Context: an optimization exercise on an open-source flow, tuned for small area, a short achievable clock period and few clock cycles per item. The choices shown serve that exercise and are no tape-out recipe.
Function was checked by simulation only, so behaviour that the tests miss may differ from the original.
Power and IR drop assume default switching activity.

run 1:
==> flow/design.v (excerpt) <==
module dot_engine_top (
  input wire logic clk,
  input wire logic reset,
  input wire logic w_wr,
  input wire logic [dot_pkg::ADDR_W-1:0] w_addr,
  input wire logic [dot_pkg::WORD_W-1:0] w_data,
  input wire logic start,
  input wire logic [dot_pkg::ADDR_W-1:0] vec_last,
  input wire logic act_valid,
  input wire logic [dot_pkg::WORD_W-1:0] act_data,
  output logic busy,
  output logic done,
  output logic signed [dot_pkg::RES_W-1:0] result
);
Size in the first run: roughly 2700 cells after synthesis, roughly 710 flip-flops, about 0.032 mm² of cells after synthesis.
clock: 5.0 ns
lec_check: 0
abc_area: 1
cap_margin: 20
core_margin: 2
core_utilization: 65
cts_cluster_diameter: 80
cts_cluster_size: 30
setup_slack_margin: 2.45
slew_margin: 20
standard.sh (not shown) runs the stock make flow with config.mk's settings and CLKGATE_MAP_FILE= SYNTH_SCRIPT=/design/flow/synth_recipe.tcl, a recipe that flattens the netlist after the stock synthesis.
==> flow/flow/run.sh <==
#!/bin/bash
# The standard layout (the standard.sh), except that the buffers that
# buffer_ports puts on every input and output port are buf_1 cells; the
# resizer sizes them up where timing needs it.
set -euo pipefail
bash standard.sh "BUFFER_PORTS_ARGS=-buffer_cell sky130_fd_sc_hd__buf_1" finish > flow_standard.log 2>&1
Testbench counts of run 1, summed over its fixed seeds: cycles 14,859, items 1,280.
Input changes introduced in run 2 (baseline for comparison: run 1):
--- a/flow/config.mk
+++ b/flow/config.mk
@@ -12,4 +12,4 @@
 export CTS_CLUSTER_DIAMETER = 80
 export CTS_CLUSTER_SIZE = 30
-export SETUP_SLACK_MARGIN = 2.45
+export SETUP_SLACK_MARGIN = 2.4
 export SLEW_MARGIN = 20
==> comparison <==
Run 2 ended up with dp_unit_i.cut_q[3]$_DFF_P_ as its endpoint of the most critical setup path; run 1 ended up with dp_unit_i.y_q[11]$_DFF_P_.
Both conditions hold for run 2: the flow ran to the end and the final layout passed the timing, DRC and antenna checks.
Summary of run 2 over run 1: area overhead of the layout relative to synthesis now sits lower, non-filler instance count after layout about even, detailed-routed wire length on met2 roughly the same, largest incremental delay on the critical path went down 60 ps.
Delta (run 2 minus run 1): final period demand of the worst path went up 41 ps, highest clock frequency the design can meet went down 1.6%.
--- input diff run 2..run 3 ---
--- a/flow/config.mk
+++ b/flow/config.mk
@@ -12,4 +12,4 @@
 export CTS_CLUSTER_DIAMETER = 80
 export CTS_CLUSTER_SIZE = 30
-export SETUP_SLACK_MARGIN = 2.4
+export SETUP_SLACK_MARGIN = 2.35
 export SLEW_MARGIN = 20
--- outcome ---
Count of clock-buffer cells in the layout was lower in run 2 than in run 3. Re count of non-CTS buffers in the layout: run 2 was higher than run 3. Diff run 2 -> run 3 | leakage component of the power | increase of about 0.6%. Delta (run 3 minus run 2): maximum vdd ir drop now smaller; detailed-route wire length now smaller; post-layout instance area comparable. Compared run 3 vs run 2, and multi-input gate share of the layout cell area is down in run 3. Comparing run 3 and run 2, final critical path time including I/O delays and setup is higher on run 3.

dot_engine_top, a different RTL version from the one above (not shown whole).
For scale: ~3,000 cells after synthesis, roughly 720 flip-flops, about 110 I/O pins, ~33,000 um^2 of cells after synthesis.
export LEC_CHECK = 0
export ABC_AREA = 1
export CAP_MARGIN = 20
export CORE_MARGIN = 2
export CORE_UTILIZATION = 65
export CTS_CLUSTER_DIAMETER = 80
export CTS_CLUSTER_SIZE = 30
export SETUP_SLACK_MARGIN = 2.35
export SLEW_MARGIN = 20
create_clock -name core_clock -period 5.0 [get_ports {clk}]
Scripts as last shown in full above: flow/flow/run.sh
Testbench counts at the start, summed over its fixed seeds: cycles 14,859, items 1,280.
==> next run, changes <==
ABC_AREA = default   (was 1)
SETUP_SLACK_MARGIN = 2.6   (was 2.35)
The new run finished clean.
Global-route usage rose by 1.3 points.
Area after synthesis fell by a few percent.
Wire length is about the same.
Synthesized cell count fell by a quarter to a third.
Worst setup slack loses 0.14 ns.
Clock power fell by a few percent.
Power fell by a few percent.
Non-clock buffer count rose by 86.
Sequential share of layout area fell by 0.11 points.
==> next run, changes <==
ABC_AREA = 1   (was default)
SETUP_SLACK_MARGIN = 2.5   (was 2.6)
After rerunning: Wire length fell slightly; synthesized cell count rose by a quarter to a third; cell area rose slightly; non-clock buffer count fell by 74; die area rose by a few percent; total power rose by a few percent; final cell count rose by a quarter to a third.
==> next run, changes <==
ABC_AREA = default   (was 1)
SETUP_SLACK_MARGIN = 2.35   (was 2.5)
=> The changed run finished with timing, DRC and antenna clean. Maximum frequency fell by 5.8%. Power drops by 2.4%. Count of clock-buffer cells in the layout falls by 4.
==> next run, changes <==
SETUP_SLACK_MARGIN = 2.1   (was 2.35)
The changed run completed with no timing, DRC or antenna violations.
Global-route usage drops by 0.18 points.
Wire length drops by 1.5%.
Setup slack loses 0.083 ns.
Register-to-register slack loses 0.04 ns.
Final area drops by 1.1%.
Critical path depth climbs by 4.
Clock skew climbs by 0.012 ns.
==> next run, changes <==
CORE_UTILIZATION = 72   (was 65)
SETUP_SLACK_MARGIN = 2.35   (was 2.1)
- The changed run completed with no timing, DRC or antenna violations
- worst hold slack degrades by 0.013 ns
- non-clock buffer count rose by 47
- register-to-register slack is about the same
- design area is higher slightly
- setup slack gets better by 0.072 ns
- maximum frequency rises by a few percent
- combinational power increases by a few percent
- clock skew went down by 0.018 ns

Another version of the RTL of dot_engine_top (not shown whole).
Size: about 2200 cells after synthesis, roughly 760 flip-flops, about 33000 um^2 of cells after synthesis.
clock: 5.0 ns
lec_check: 0
cap_margin: 20
core_margin: 2
core_utilization: 65
cts_cluster_diameter: 80
cts_cluster_size: 30
setup_slack_margin: 2.6
slew_margin: 20
Scripts as last shown in full above: flow/flow/run.sh
The baseline went through all stages and came out clean.
Testbench counts at the start, summed over its fixed seeds: cycles 14,859, items 1,280.
Edit:
- CORE_UTILIZATION: 65 -> 50
What happened:
- The changed run went through all stages and came out clean
- sequential cell count stays the same
- sequential power barely changes
- area after synthesis does not change
- cell area hardly moves
- setup slack loses 0.054 ns
- count of clock-buffer cells in the layout came out lower by 2

RTL: one of the versions met above, not the one the previous note started from.
For scale: about 710 flip-flops, roughly 110 I/O pins.
clock: 5.0 ns
lec_check: 0
abc_area: 1
cap_margin: 20
core_margin: 2
core_utilization: 65
cts_cluster_diameter: 80
cts_cluster_size: 30
setup_slack_margin: 2.7
slew_margin: 20
Scripts as last shown in full above: flow/flow/run.sh
Testbench counts at the start, summed over its fixed seeds: cycles 14,859, items 1,280.
Edit:
Settings changed: PLACE_DENSITY set to 0.75, SETUP_SLACK_MARGIN 2.7 to 2.35.
Outcome: Utilization fell by 7.2 points. Cell area fell by 9.3%. Synthesized cell count does not change. Register-to-register slack barely changes. Synthesized area is unchanged. Cell count fell by 3.6%. Non-clock buffer count fell by 122. Die area does not change. Clock power fell by about 5%. Via count fell by 4.3%. Routed wire length fell by 8.1%.

re-timing with driven ports:
Ports are ideal in the flow. The routed layouts listed here were re-timed in OpenROAD. Step 1 sets driving cells, clkbuf_16 on the clock port and buf_2 on the other inputs (assumed; they add their load-dependent delay and slew). Step 2 moves the port delays by t, midway between the first and last clock arrival at a register: inputs arrive t later, outputs are due t later. That takes back most of the time a late clock gives input paths. Three values: ideal ports, drivers, drivers and shift; two values: the first two.
run	shift t [ns]	slack for setup (ns)	worst setup path at the end
run 1	0.642	2.467 / 2.467 / 1.879	input to register
run 2	0.694	2.426 / 2.412 / 1.778	input to register
run 3	0.633	2.421 / 2.422 / 1.827	input to register
the first run of note 2	0.641	2.365 / 2.408 / 1.766	input to register
the second run of note 2	0.714	2.229 / 2.229 / 1.856	input to register
the third run of note 2	0.698	2.357 / 2.357 / 1.741	input to register
the fourth run of note 2	0.704	2.195 / 2.206 / 1.521	input to register
the fifth run of note 2	0.639	2.113 / 2.152 / 1.514	input to register
the sixth run of note 2	0.682	2.185 / 2.185 / 1.539	input to register
the first run of note 3	0.655	2.271 / 2.271 / 1.900	input to register
the second run of note 3	0.653	2.217 / 2.217 / 1.883	input to register
the first run of note 4	0.648	2.395 / 2.395 / 1.817	input to register
the second run of note 4	0.680	2.398 / 2.398 / 1.866	input to register
After both steps setup and hold are still met in every run listed. For the fourth run of note 2, which loses most, drivers alone change the setup slack by +0.011 ns; drivers and shift together by -0.674 ns.
